This is an optimization exercise on Yosys and OpenROAD, whose aim is a short achievable clock period and few clock cycles, not a production implementation.
Only simulation tests tie the RTL to the original design; equivalence was not proved.
Power is estimated from default activity; no workload was simulated.

--- design.v ---
package cpu_pkg;
    typedef logic [31:0] word_t;
    typedef logic [4:0]  reg_addr_t;
    typedef enum logic [4:0] {
        op_rtype = 5'b00000,
        op_j     = 5'b00001,
        op_bne   = 5'b00010,
        op_jal   = 5'b00011,
        op_addi  = 5'b00101,
        op_sw    = 5'b00111,
        op_lw    = 5'b01000
    } opcode_e;
    typedef enum logic [4:0] {
        alu_add = 5'd0,
        alu_sub = 5'd1,
        alu_and = 5'd2,
        alu_or  = 5'd3,
        alu_sll = 5'd4,
        alu_sra = 5'd5
    } alu_op_e;
    localparam int fld_op_hi    = 31;
    localparam int fld_op_lo    = 27;
    localparam int fld_rd_hi    = 26;
    localparam int fld_rd_lo    = 22;
    localparam int fld_rs_hi    = 21;
    localparam int fld_rs_lo    = 17;
    localparam int fld_rt_hi    = 16;
    localparam int fld_rt_lo    = 12;
    localparam int fld_shamt_hi = 11;
    localparam int fld_shamt_lo = 7;
    localparam int fld_alu_hi   = 6;
    localparam int fld_alu_lo   = 2;
    localparam int fld_imm_hi   = 15;
    localparam int fld_tgt_hi   = 26;
    localparam reg_addr_t link_reg = 5'd31;
    typedef struct packed {
        logic is_rtype;
        logic is_addi;
        logic is_lw;
        logic is_sw;
        logic is_bne;
        logic is_jal;
        logic reg_write;
    } ctrl_t;
    typedef struct packed {
        logic  valid;
        word_t pc_plus_1;
        word_t instr;
    } fd_t;
    typedef struct packed {
        logic       valid;
        ctrl_t      ctrl;
        word_t      pc_plus_1;
        reg_addr_t  rd;
        reg_addr_t  rs_num;
        reg_addr_t  reg2_num;
        word_t      rs_val;
        word_t      reg2_val;
        word_t      imm;
        alu_op_e    alu_op;
        logic [4:0] shamt;
    } dx_t;
    typedef struct packed {
        logic      valid;
        ctrl_t     ctrl;
        reg_addr_t rd;
        word_t     result;
        word_t     store_data;
    } xm_t;
    typedef struct packed {
        logic      valid;
        logic      reg_write;
        reg_addr_t dest;
        word_t     wdata;
    } mw_t;
endpackage
`timescale 1ns/100ps
module cpu_top #(
    parameter int IMEM_ADDR_W = 12,
    parameter int DMEM_ADDR_W = 12
) (
    input  logic                   clk,
    input  logic                   reset,
    output logic [IMEM_ADDR_W-1:0] imem_addr,
    input  cpu_pkg::word_t         imem_data,
    output logic                   wb_cyc,
    output logic                   wb_stb,
    output logic                   wb_we,
    output logic [DMEM_ADDR_W-1:0] wb_adr,
    output cpu_pkg::word_t         wb_dat_o,
    input  cpu_pkg::word_t         wb_dat_i,
    input  logic                   wb_ack
);
    localparam int QD = 4;    
    logic [11:0] pc_lo;
    logic [19:0] pc_hi;
    logic [3:0]  adj_imm;
    logic        adj_c;
    logic [15:0] bp;
    logic        fd_valid;
    logic [31:0] fd_instr;
    logic [31:0] fd_pc;       
    logic        fd_pred;     
    logic [5:0]  fd_bidx;     
    logic [31:0] fd_need;     
    logic [4:0]  fd_rs;       
    logic [4:0]  fd_r2;       
    logic [31:0] fd_rs_val;   
    logic [31:0] fd_rt_val;
    logic [31:0] fd_rd_val;
    logic [4:0]  fd_dest;     
    logic        fd_wx;       
    logic        fd_lw;
    logic        fd_sw;
    logic        fd_bne;
    logic        fd_rtype;
    logic        fd_sub;
    logic        fd_arith;
    logic        fd_and;
    logic        fd_or;
    logic        fd_sll;
    logic        fd_sra;
    logic        fd_jal;
    logic        dx_valid;
    logic        dx_wx;
    logic [4:0]  dx_dest;
    logic        dx_mem;
    logic        dx_st;
    logic        dx_ldwb;     
    logic        dx_bne;
    logic        dx_pred;
    logic [5:0]  dx_bidx;
    logic [11:0] dx_rlo;
    logic [19:0] dx_rhi;
    logic [3:0]  dx_radj;
    logic        dx_rc;
    logic [31:0] dx_a;        
    logic [31:0] dx_b;        
    logic                   x_held;
    logic [DMEM_ADDR_W-1:0] dx_ab;
    logic [31:0]            dx_sd;
    logic [31:0] dx_bin;      
    logic [11:0] dx_imm;
    logic        dx_s_arith;
    logic        dx_sub;
    logic        dx_s_and;
    logic        dx_s_or;
    logic        dx_s_sll;
    logic        dx_s_sra;
    logic        dx_s_link;
    logic [4:0]  dx_shamt;
    logic [31:0] dx_pc1;
    logic        xr_we;
    logic [4:0]  xr_dest;
    logic [31:0] xr_val;
    logic        xr2_we;      
    logic [4:0]  xr2_dest;
    logic [31:0] xr2_val;
    logic        ldr_valid;
    logic [4:0]  ldr_dest;
    logic [31:0] ldr_data;
    logic        ldr2_valid;  
    logic [4:0]  ldr2_dest;
    logic [31:0] ldr2_data;
    logic [31:0] regs [1:31];
    logic [31:0] pending;     
    logic                   bh_valid;
    logic                   bh_we;
    logic [DMEM_ADDR_W-1:0] bh_adr;
    logic [31:0]            bh_dat;
    logic                   bh_ldwb;
    logic [4:0]             bh_dest;
    logic [31:0]            bh_dest_oh;    
    logic                   q_we   [QD];
    logic [DMEM_ADDR_W-1:0] q_adr  [QD];
    logic [31:0]            q_dat  [QD];
    logic                   q_ldwb [QD];
    logic [4:0]             q_dest [QD];
    logic [1:0]             q_rptr;    
    logic [1:0]             q_wptr;
    logic [2:0]             q_cnt;
    logic                   q_full;    
    logic [19:0] true_hi;
    logic [12:0] f_inc;
    logic [12:0] f_bsum;
    logic [4:0]  f_op;
    logic        f_jmp;
    logic        f_bne;
    logic        f_pred;
    assign imem_addr = pc_lo;
    assign true_hi   = pc_hi + {{16{adj_imm[3]}}, adj_imm} + {19'd0, adj_c};
    assign f_op   = imem_data[31:27];
    assign f_jmp  = (f_op == 5'b00001) || (f_op == 5'b00011);
    assign f_bne  = (f_op == 5'b00010);
    assign f_pred = (imem_data[21:17] != imem_data[26:22])
                 && (imem_data[15] || bp[pc_lo[3:0]]);
    assign f_inc  = {1'b0, pc_lo} + 13'd1;
    assign f_bsum = {1'b0, pc_lo} + {1'b0, imem_data[11:0]} + 13'd1;
    logic [4:0]  f_rs, f_rt, f_rd, f_rs_n, f_r2_n, f_dest;
    logic [4:0]  f_aluop;
    logic        f_rtype, f_addi, f_lw, f_sw, f_jal;
    logic [31:0] f_need, f_rs_oh, f_r2_oh;
    assign f_rd    = imem_data[26:22];
    assign f_rs    = imem_data[21:17];
    assign f_rt    = imem_data[16:12];
    assign f_aluop = imem_data[6:2];
    assign f_rtype = (f_op == 5'b00000);
    assign f_addi  = (f_op == 5'b00101);
    assign f_lw    = (f_op == 5'b01000);
    assign f_sw    = (f_op == 5'b00111);
    assign f_jal   = (f_op == 5'b00011);
    assign f_rs_n = (f_rtype | f_addi | f_lw | f_sw | f_bne) ? f_rs : 5'd0;
    assign f_r2_n = f_rtype ? f_rt : (f_sw | f_bne) ? f_rd : 5'd0;
    assign f_dest = f_jal ? 5'd31 : (f_rtype | f_addi | f_lw) ? f_rd : 5'd0;
    always_comb begin
        f_rs_oh = '0;
        f_rs_oh[f_rs_n] = 1'b1;
        f_rs_oh[0] = 1'b0;
        f_r2_oh = '0;
        f_r2_oh[f_r2_n] = 1'b1;
        f_r2_oh[0] = 1'b0;
        f_need = f_rs_oh | f_r2_oh;
    end
    logic [31:0] f_rs_sel, f_rt_sel, f_rd_sel;
    logic [31:0] f_rs_val, f_rt_val, f_rd_val;
    always_comb begin
        for (int i = 0; i < 32; i++) begin
            f_rs_sel[i] = (f_rs == 5'(i)) && (i != 0);
            f_rt_sel[i] = (f_rt == 5'(i)) && (i != 0);
            f_rd_sel[i] = (f_rd == 5'(i)) && (i != 0);
        end
    end
    always_comb begin
        f_rs_val = '0;
        f_rt_val = '0;
        f_rd_val = '0;
        for (int i = 1; i < 32; i++) begin
            f_rs_val = f_rs_val | (regs[i] & {32{f_rs_sel[i]}});
            f_rt_val = f_rt_val | (regs[i] & {32{f_rt_sel[i]}});
            f_rd_val = f_rd_val | (regs[i] & {32{f_rd_sel[i]}});
        end
    end
    logic [31:0] d_rs_val, d_r2_val;
    logic        d_stall;
    logic        d_fwd_a, d_fwd_b;
    logic [31:0] d_imm;
    logic        ack_ld;
    assign ack_ld = wb_ack && bh_valid && bh_ldwb;
    logic [31:0] fd_r2_val;
    assign fd_r2_val = fd_rtype ? fd_rt_val : fd_rd_val;
    assign d_rs_val = (xr_we && xr_dest == fd_rs) ? xr_val
                    : (ldr_valid && ldr_dest == fd_rs) ? ldr_data
                    : (ack_ld && bh_dest == fd_rs) ? wb_dat_i
                    : (xr2_we && xr2_dest == fd_rs) ? xr2_val
                    : (ldr2_valid && ldr2_dest == fd_rs) ? ldr2_data : fd_rs_val;
    assign d_r2_val = (xr_we && xr_dest == fd_r2) ? xr_val
                    : (ldr_valid && ldr_dest == fd_r2) ? ldr_data
                    : (ack_ld && bh_dest == fd_r2) ? wb_dat_i
                    : (xr2_we && xr2_dest == fd_r2) ? xr2_val
                    : (ldr2_valid && ldr2_dest == fd_r2) ? ldr2_data : fd_r2_val;
    assign d_fwd_a = dx_valid && dx_wx && (dx_dest == fd_rs);
    assign d_fwd_b = dx_valid && dx_wx && (dx_dest == fd_r2);
    logic [31:0] d_blk;
    logic        d_blk_any, d_blk_other;
    assign d_blk       = pending & fd_need;
    assign d_blk_any   = |d_blk;
    assign d_blk_other = |(d_blk & ~bh_dest_oh);
    assign d_stall     = fd_valid && (ack_ld ? d_blk_other : d_blk_any);
    assign d_imm = {{16{fd_instr[15]}}, fd_instr[15:0]};
    logic [32:0] x_sum33;
    logic [31:0] x_sum, x_res;
    logic [DMEM_ADDR_W-1:0] x_adr;
    logic        x_stall;
    logic        x_fire;
    logic        x_taken;
    logic        redirect;
    logic        d_adv;
    assign x_sum33 = {dx_a, 1'b1} + {dx_bin, dx_sub};
    assign x_sum   = x_sum33[32:1];
    assign x_res = ({32{dx_s_arith}} & x_sum)
                 | ({32{dx_s_and}}   & (dx_a & dx_b))
                 | ({32{dx_s_or}}    & (dx_a | dx_b))
                 | ({32{dx_s_sll}}   & (dx_a << dx_shamt))
                 | ({32{dx_s_sra}}   & 32'($signed(dx_a) >>> dx_shamt))
                 | ({32{dx_s_link}}  & dx_pc1);
    logic [DMEM_ADDR_W-1:0] x_base;
    logic [31:0]            x_sd;
    assign x_base = x_held ? dx_ab : dx_a[DMEM_ADDR_W-1:0];
    assign x_sd   = x_held ? dx_sd : dx_b;
    assign x_adr  = x_base + dx_imm[DMEM_ADDR_W-1:0];
    assign x_stall  = dx_valid && dx_mem && q_full;
    assign x_fire   = dx_valid && !x_stall;
    assign x_taken  = (dx_a != dx_b);
    assign redirect = dx_valid && dx_bne && (x_taken != dx_pred);
    assign d_adv    = !redirect && !x_stall && !d_stall;
    logic d_kill;
    assign d_kill = d_adv && fd_valid && (fd_wx || fd_lw) && pending[fd_dest];
    function automatic logic killed(input logic [4:0] n);
        killed = d_kill && (n == fd_dest);
    endfunction
    logic ack;
    logic head_free;
    logic q_empty;
    logic enq;
    logic enq_q;
    logic pop;
    assign ack       = wb_ack && bh_valid;
    assign head_free = !bh_valid || ack;
    assign q_empty   = (q_cnt == '0);
    assign enq       = x_fire && dx_mem;
    assign pop       = head_free && !q_empty;
    assign enq_q     = enq && !(head_free && q_empty);
    assign wb_cyc   = bh_valid;
    assign wb_stb   = bh_valid;
    assign wb_we    = bh_we;
    assign wb_adr   = bh_adr;
    assign wb_dat_o = bh_dat;
    always_ff @(posedge clk) begin
        if (reset) begin
            bh_valid <= 1'b0;
            q_rptr   <= '0;
            q_wptr   <= '0;
            q_cnt    <= '0;
            q_full   <= 1'b0;
        end else begin
            bh_valid <= (bh_valid && !ack) || !q_empty || enq;
            if (head_free) begin
                if (!q_empty) begin
                    bh_ldwb  <= q_ldwb[q_rptr] && !killed(q_dest[q_rptr]);
                    bh_dest  <= q_dest[q_rptr];
                    bh_dest_oh <= 32'd1 << q_dest[q_rptr];
                end else begin
                    bh_ldwb  <= dx_ldwb && !killed(dx_dest);
                    bh_dest  <= dx_dest;
                    bh_dest_oh <= 32'd1 << dx_dest;
                end
            end else if (killed(bh_dest)) begin
                bh_ldwb  <= 1'b0;
            end
            if (pop) q_rptr <= q_rptr + 1'b1;
            if (enq_q) q_wptr <= q_wptr + 1'b1;
            q_cnt  <= q_cnt + {2'b0, enq_q} - {2'b0, pop};
            q_full <= (q_cnt + {2'b0, enq_q} - {2'b0, pop}) == 3'(QD);
        end
    end
    logic bh_keep, bh_from_q, bh_from_x;
    assign bh_keep   = bh_valid && !ack;
    assign bh_from_q = !bh_keep && !q_empty;
    assign bh_from_x = !bh_keep && q_empty;
    always_ff @(posedge clk) begin
        bh_we  <= (bh_keep & bh_we) | (bh_from_q & q_we[q_rptr]) | (bh_from_x & dx_st);
        bh_adr <= ({DMEM_ADDR_W{bh_keep}} & bh_adr) | ({DMEM_ADDR_W{bh_from_q}} & q_adr[q_rptr])
                | ({DMEM_ADDR_W{bh_from_x}} & x_adr);
        bh_dat <= ({32{bh_keep}} & bh_dat) | ({32{bh_from_q}} & q_dat[q_rptr])
                | ({32{bh_from_x}} & x_sd);
    end
    always_ff @(posedge clk) begin
        if (enq_q) begin
            q_we[q_wptr]   <= dx_st;
            q_adr[q_wptr]  <= x_adr;
            q_dat[q_wptr]  <= x_sd;
            q_dest[q_wptr] <= dx_dest;
        end
        for (int i = 0; i < QD; i++) begin
            if (enq_q && q_wptr == 2'(i))
                q_ldwb[i] <= dx_ldwb && !killed(dx_dest);
            else if (killed(q_dest[i]))
                q_ldwb[i] <= 1'b0;
        end
    end
    always_ff @(posedge clk) begin
        if (reset)
            ldr_valid <= 1'b0;
        else
            ldr_valid <= ack && bh_ldwb && !bh_we;
        ldr_dest <= bh_dest;
        ldr_data <= wb_dat_i;
    end
    always_ff @(posedge clk) begin
        if (reset) begin
            for (int i = 1; i < 32; i++) regs[i] <= '0;
        end else begin
            for (int i = 1; i < 32; i++) begin
                if (xr_we && xr_dest == 5'(i))
                    regs[i] <= xr_val;
                else if (ldr_valid && ldr_dest == 5'(i))
                    regs[i] <= ldr_data;
            end
        end
    end
    always_ff @(posedge clk) begin
        if (reset) begin
            pending <= '0;
        end else begin
            for (int i = 1; i < 32; i++) begin
                if (d_adv && fd_valid && fd_lw && fd_dest == 5'(i))
                    pending[i] <= 1'b1;
                else if (d_adv && fd_valid && fd_wx && fd_dest == 5'(i))
                    pending[i] <= 1'b0;
                else if (ack && bh_ldwb && bh_dest == 5'(i))
                    pending[i] <= 1'b0;
            end
            pending[0] <= 1'b0;
        end
    end
    always_ff @(posedge clk) begin
        if (reset)
            bp <= '1;
        else if (dx_valid && dx_bne)
            bp[dx_bidx[3:0]] <= x_taken;
    end
    always_ff @(posedge clk) begin
        if (!x_stall && !d_stall) begin
            fd_rs_val <= f_rs_val;
            fd_rt_val <= f_rt_val;
            fd_rd_val <= f_rd_val;
        end else begin
            fd_rs_val <= d_rs_val;
            fd_rt_val <= d_r2_val;
            fd_rd_val <= d_r2_val;
        end
    end
    always_ff @(posedge clk) begin
        if (!x_stall && !d_stall) begin
            fd_instr <= imem_data;
            fd_pc    <= {true_hi, pc_lo};
            fd_pred  <= f_pred;
            fd_bidx  <= 6'(pc_lo[3:0]);
            fd_need  <= f_need;
            fd_rs    <= f_rs_n;
            fd_r2    <= f_r2_n;
            fd_dest  <= f_dest;
            fd_wx    <= (f_rtype | f_addi | f_jal) && (f_dest != 5'd0);
            fd_lw    <= f_lw;
            fd_sw    <= f_sw;
            fd_bne   <= f_bne;
            fd_rtype <= f_rtype;
            fd_sub   <= f_rtype && (f_aluop == 5'd1);
            fd_arith <= (f_rtype && (f_aluop == 5'd0 || f_aluop == 5'd1)) || f_addi || f_lw || f_sw;
            fd_and   <= f_rtype && (f_aluop == 5'd2);
            fd_or    <= f_rtype && (f_aluop == 5'd3);
            fd_sll   <= f_rtype && (f_aluop == 5'd4);
            fd_sra   <= f_rtype && (f_aluop == 5'd5);
            fd_jal   <= f_jal;
        end
    end
    always_ff @(posedge clk) begin
        if (reset) begin
            pc_lo    <= '0;
            pc_hi    <= '0;
            adj_imm  <= '0;
            adj_c    <= 1'b0;
            fd_valid <= 1'b0;
        end else if (redirect) begin
            pc_lo    <= dx_rlo;
            pc_hi    <= dx_rhi;
            adj_imm  <= dx_radj;
            adj_c    <= dx_rc;
            fd_valid <= 1'b0;
        end else if (!x_stall && !d_stall) begin
            fd_valid <= 1'b1;
            if (f_jmp) begin
                pc_lo   <= imem_data[11:0];
                pc_hi   <= {5'b0, imem_data[26:12]};
                adj_imm <= '0;
                adj_c   <= 1'b0;
            end else if (f_bne && f_pred) begin
                pc_lo   <= f_bsum[11:0];
                pc_hi   <= true_hi;
                adj_imm <= imem_data[15:12];
                adj_c   <= f_bsum[12];
            end else begin
                pc_lo   <= f_inc[11:0];
                pc_hi   <= true_hi;
                adj_imm <= '0;
                adj_c   <= f_inc[12];
            end
        end
    end
    always_ff @(posedge clk) begin
        if (reset)
            dx_valid <= 1'b0;
        else if (redirect || (!x_stall && d_stall))
            dx_valid <= 1'b0;
        else if (!x_stall)
            dx_valid <= fd_valid;
    end
    logic [12:0] d_rsum;
    assign d_rsum = {1'b0, fd_pc[11:0]} + (fd_pred ? 13'd0 : {1'b0, fd_instr[11:0]}) + 13'd1;
    logic [31:0] d_b_fwd;
    assign d_b_fwd = d_fwd_b ? x_res : d_r2_val;
    always_ff @(posedge clk) begin
        if (!x_stall) begin
            dx_wx      <= fd_wx;
            dx_dest    <= fd_dest;
            dx_mem     <= fd_lw | fd_sw;
            dx_st      <= fd_sw;
            dx_ldwb    <= fd_lw && (fd_dest != 5'd0);
            dx_bne     <= fd_bne;
            dx_pred    <= fd_pred;
            dx_bidx    <= fd_bidx;
            {dx_rc, dx_rlo} <= d_rsum;
            dx_rhi     <= fd_pc[31:12];
            dx_radj    <= fd_pred ? 4'd0 : fd_instr[15:12];
            dx_imm     <= fd_instr[11:0];
        end
    end
    always_ff @(posedge clk) begin
        if (reset)
            x_held <= 1'b0;
        else
            x_held <= x_stall;
        if (!x_held) begin
            dx_ab <= dx_a[DMEM_ADDR_W-1:0];
            dx_sd <= dx_b;
        end
    end
    always_ff @(posedge clk) begin
        dx_a       <= d_fwd_a ? x_res : d_rs_val;
        dx_b       <= d_b_fwd;
        dx_bin     <= fd_rtype ? (fd_sub ? ~d_b_fwd : d_b_fwd) : d_imm;
        dx_s_arith <= fd_arith;
        dx_sub     <= fd_sub;
        dx_s_and   <= fd_and;
        dx_s_or    <= fd_or;
        dx_s_sll   <= fd_sll;
        dx_s_sra   <= fd_sra;
        dx_s_link  <= fd_jal;
        dx_shamt   <= fd_instr[11:7];
        dx_pc1     <= fd_pc + 32'd1;
    end
    always_ff @(posedge clk) begin
        if (reset) begin
            xr2_we     <= 1'b0;
            ldr2_valid <= 1'b0;
        end else begin
            xr2_we     <= xr_we;
            ldr2_valid <= ldr_valid;
        end
        xr2_dest  <= xr_dest;
        xr2_val   <= xr_val;
        ldr2_dest <= ldr_dest;
        ldr2_data <= ldr_data;
    end
    always_ff @(posedge clk) begin
        if (reset)
            xr_we <= 1'b0;
        else
            xr_we <= x_fire && dx_wx;
        xr_dest <= dx_dest;
        xr_val  <= x_res;
    end
endmodule
--- run.sh ---
#!/bin/bash
# synth_recipe.tcl (not shown) runs the flow's synth.tcl, then flattens the netlist and writes it again
# the make line also repeats each setting of config.mk as NAME=value (left out here)
make -C /OpenROAD-flow-scripts/flow DESIGN_CONFIG=/design/flow/config.mk WORK_HOME=/design/flow/orfs CLKGATE_MAP_FILE= SYNTH_SCRIPT=/design/flow/synth_recipe.tcl finish
--- config.mk ---
export PLATFORM = sky130hd
export DESIGN_NAME = cpu_top
export DESIGN_NICKNAME = cpu_top
export VERILOG_FILES = /design/flow/design.v
export SDC_FILE = /design/flow/constraint.sdc
export NUM_CORES = 4
export LEC_CHECK = 0
export CAP_MARGIN = 20
export CORE_MARGIN = 2
export CORE_UTILIZATION = 30
export PLACE_DENSITY = 0.35
export SETUP_SLACK_MARGIN = 5
export SLEW_MARGIN = 20
--- constraint.sdc ---
create_clock -name core_clock -period 8.0 [get_ports {clk}]
set_input_delay 1.6000 -clock core_clock [delete_from_list [all_inputs] [get_ports {clk}]]
set_output_delay 1.6000 -clock core_clock [all_outputs]
set_load 0.01 [all_outputs]
==> run summary <==
## cell usage in the layout (no fill, tap or decap), types with 98 or more instances in the layout
| cell | n |
|---|---|
| nand2_1 | 474 |
| buf_12 | 177 |
| clkbuf_16 | 268 |
| a22o_1 | 367 |
| nand4_1 | 178 |
| edfxtp_1 | 412 |
| dfxtp_1 | 1448 |
| o21ai_0 | 139 |
| xnor2_1 | 120 |
| nand3_1 | 222 |
| a211oi_1 | 1041 |
| mux4_2 | 124 |
| buf_6 | 225 |
| a21oi_2 | 104 |
| xor2_1 | 98 |
| nor2_4 | 145 |
| a21oi_1 | 215 |
| a221oi_1 | 293 |
| ha_1 | 135 |
| buf_4 | 799 |
| inv_1 | 110 |
| nor2_1 | 1323 |
| mux2i_1 | 1123 |
| a22oi_1 | 688 |
## where the power goes
part / total (W) / leakage (nW) / switching [W] / internal [W]
clock: 0.0117 / 3.98 / 0.00493 / 0.00674
combinational: 0.00640 / 33.4 / 0.00410 / 0.00230
sequential: 0.0116 / 17.0 / 0.000708 / 0.0109
total: 0.0297 / 54.4 / 0.00974 / 0.0199
## metrics by stage
stage	setup WS, ns	utilization, %	cells	power, W
floorplan	4.17	-	11685	0.0142
global placement	1.67	32.5	15778	0.0167
detailed placement	2.02	32.6	15790	0.0167
CTS	4.72	37.3	16713	0.0292
global route	4.54	39.0	17016	0.0304
finish	4.55	39.0	17097	0.0297
## per-layer routing
layer / global-route usage [%] / up-vias / part of all wire (%)
met3: 16.6 / 3677 / 11
li1: - / 45463 / -
met2: 63.4 / 9777 / 42
met5: 0.784 / - / 0.070
met4: 32.4 / 47 / 10
met1: 49.9 / 58359 / 36
## area by class of cell
cell class	count	share of cell area, %
Multi-Input combinational cell	8306	47.3
Sequential cell	1979	31.4
Timing Repair Buffer	1357	10.7
Clock buffer	355	5.07
Tap cell	4773	4.26
Clock inverter	84	0.690
Inverter	151	0.457
Antenna cell	92	0.164
## registers in the layout (all words and copies together) (netlist names), 20 cells and up, named ones only
signal / count
regs: 992
q_dest: 20
pending: 31
dx_rhi: 20
dx_bin: 32
q_dat: 128
bh_dat: 32
fd_pc: 32
bh_dest_oh: 31
ldr2_data: 32
dx_sd: 32
ldr_data: 32
fd_rs_val: 32
fd_rd_val: 32
dx_pc1: 32
pc_hi: 20
fd_rt_val: 32
xr2_val: 32
xr_val: 32
dx_b: 32
fd_need: 31
q_adr: 48
dx_a: 32
## path summary, 6_finish.rpt
kind | from | end | slack [ns] | cells past startpoint
min | fd_jal$_DFFE_PP_ | dx_s_link$_DFF_P_ | 0.34 | 0
min reg2reg | fd_jal$_DFFE_PP_ | dx_s_link$_DFF_P_ | 0.34 | 0
max reg2reg | dx_b[28]$_DFF_P_ | q_ldwb[2]$_SDFFCE_PN0P_ | 4.55 | 11
max | dx_b[28]$_DFF_P_ | q_ldwb[2]$_SDFFCE_PN0P_ | 4.55 | 11
## repair_timing
action	CTS	global route
resized for setup	1424	699
cloned	34	22
endpoints found under the setup margin	1597	664
setup buffers	450	269
pin swaps	247	352
## worst register-to-register path, stage by stage, from the launching register on
cell     delay (ns)
dfxtp_1        0.38
inv_2          0.08
ha_4           0.23
nor4_4         0.40
nand4_1        0.49
or2_4          0.49
xor2_4         0.18
nand3_4        0.10
nand2_4        0.09
nor3_4         0.25
nand4_1        0.26
and3_1         0.26
## kinds of logic after synthesis
group / after synthesis / synth area share [%]
buffers and inverters: 1407 / 5.05
adders and majority gates: 178 / 2.10
muxes: 1312 / 13.6
DFF: 1979 / 40.4
and+or+nand+nor: 2928 / 11.9
xor gates and xnor gates: 243 / 1.96
AOI/OAI and AO/OA: 3638 / 25.0
==> key figures <==
Run status
  – Status: finished clean

Floorplan
  – Floorplan row count: 220
  – Core region area: ~360000 um2
  – IO Count: roughly 130
  – Starting Density: a little over 30%
  – Die W: approximately 600 um
  – Die H: approximately 610 um
  – Die area: 366000 um2

GRT
  – First-pass GRT wire length: about 1100000 um
  – Pin count of the biggest net entering global routing: approximately 170
  – GRT Overall Usage: between 40% and 50%
  – Vias in the first global route: roughly 110k
  – Final global-route overflow total: 0
  – Initial antenna violation count: ~90

STA
  – RSZ-0062 raised after global routing: true
  – # setup viols final: 0
  – Hold slack: around 0.34 ns
  – Max Clk Rate: slightly below 300 MHz
  – Tightest Pin Transition: ~1.3 ns
  – Number of failing hold endpoints at the final stage: 0
  – Slew margin rel.: between 10% and 20%
  – Crit share post-route: 43.2%
  – TNS Setup: 0 ns
  – Worst Skew: 0.0845 ns
  – Fin. max-slew vios: 0
  – Final min period: 3.45 ns

Synth
  – Top cells by area, synth: dfxtp_1 29%, edfxtp_1 11%, mux2i_1 11%
  – Post-synthesis sequential area ratio: about two fifths
  – Unique masters post-synth: 91
  – Top cell type by total area after synthesis: dfxtp_1
  – Post-synth ARST share: 0%
  – Post-synth EDFFs: 412
  – Seq cells post-synth: about 2000
  – Syn. warnings: 3
  – Main synth FF type: dfxtp_1
  – Syn avg cell area: about 9.3 um2
  – Top cell type's share of synthesized area: 28.9%
  – Mapped Cells: 11685
  – Count leader, synth: dfxtp_1
  – Post-synth net total: roughly 12000
  – Syn Std Cell Area: around 110000 um2
  – Most frequent cells after synthesis: 1567 x dfxtp_1, 1494 x nor2_1, 1156 x mux2i_1

Clock tree
  – Clock Tree Root: clkbuf_16
  – CTS Buffer Depth: 4
  – TritonCTS clock tree: done
  – Cts hold-fix bufs: 0
  – Clk latency of the worst-skew pair: between 1 and 1.5 ns
  – Clk sink count: 1979
  – CTS clk-pin slew, worst paths: around 0.060 ns
  – Number of buffers created by CTS: ~240
  – Htree depth: 4

Pwr
  – Leakage: approximately 54 nW
  – Maximum vdd ir drop: between 0.2 and 0.25 mV
  – PwrDens: 212 nW/um2

Hold path
  – Worst hold-check path type: reg2reg

Placement
  – # port buffers: 125
  – Final GP Congestion: about 1.0
  – Placement Cell Area: approximately 120000 um2
  – Dpl hpwl: roughly 500000 um

Layout
  – Area of the multi-input gates: ~66000 um2
  – Design area: 140000 um2
  – Sequential Area: 44000 um2
  – Final Net Count: ~12000
  – Layout area overhead: 29.3%
  – Share of post-route cells with drive strength above 1: 24.7%
  – Fillcell total: around 35000

Critical path
  – Highest cell delay on the worst timing path: between 0.4 and 0.5 ns
  – CP Max Fanout: 5
  – Critical Path Most Common Cell: nand4_1
  – Worst path cell trace: inv_2 -> ha_4 -> nor4_4 -> nand4_1 -> or2_4 -> xor2_4 -> nand3_4 -> nand2_4 -> nor3_4 -> nand4_1 -> and3_1
  – CP Data Required Time: around 8.7 ns
  – Critical Path Source Type: register
  – CP max-delay cell: nand4_1
  – Crit Path Category: reg2reg
  – Crit path capture type: register
  – CP Data Arrival Time: 4.18 ns
  – Delay-heaviest family, CP: simple AND/OR/NAND/NOR gates
  – Buffers & Inverters on Critical Path: 1

Drt
  – # DRC: 0
  – Initial DRC Count: around 18000
  – Routed WL: 829000 um
  – Via density per instance: between 6 and 7
  – Final ANT Viol Nets: 0
  – Drt wl/cell: 48.5 um
  – DRT Pass-1 Iters: 13
  – Via count: approximately 120k

Flow run
  – MaxCap Viol Count: 0
Testbench counts, summed over its fixed seeds: cycles 39,477.

## what the ideal ports hide
Ports are ideal in the flow. The routed layout listed here was re-timed in OpenROAD.
Step 1 assumes that a clkbuf_16 drives the clock port and a buf_2 every other input.
Step 2 also shifts input and output timing later by t, the mid clock arrival at the registers, as if the neighbouring blocks saw the same clock.
Three values: ideal, step 1, step 2; two values: the first two.
t (ns): 1.104
slack for setup (ns): 4.545 / 4.545 / 3.444
worst slew at a driven data input, ns: 0.43
After both steps this run still meets setup and hold. The setup slack of this run moves by 0.000 ns with the drivers and by -1.101 ns with both steps.
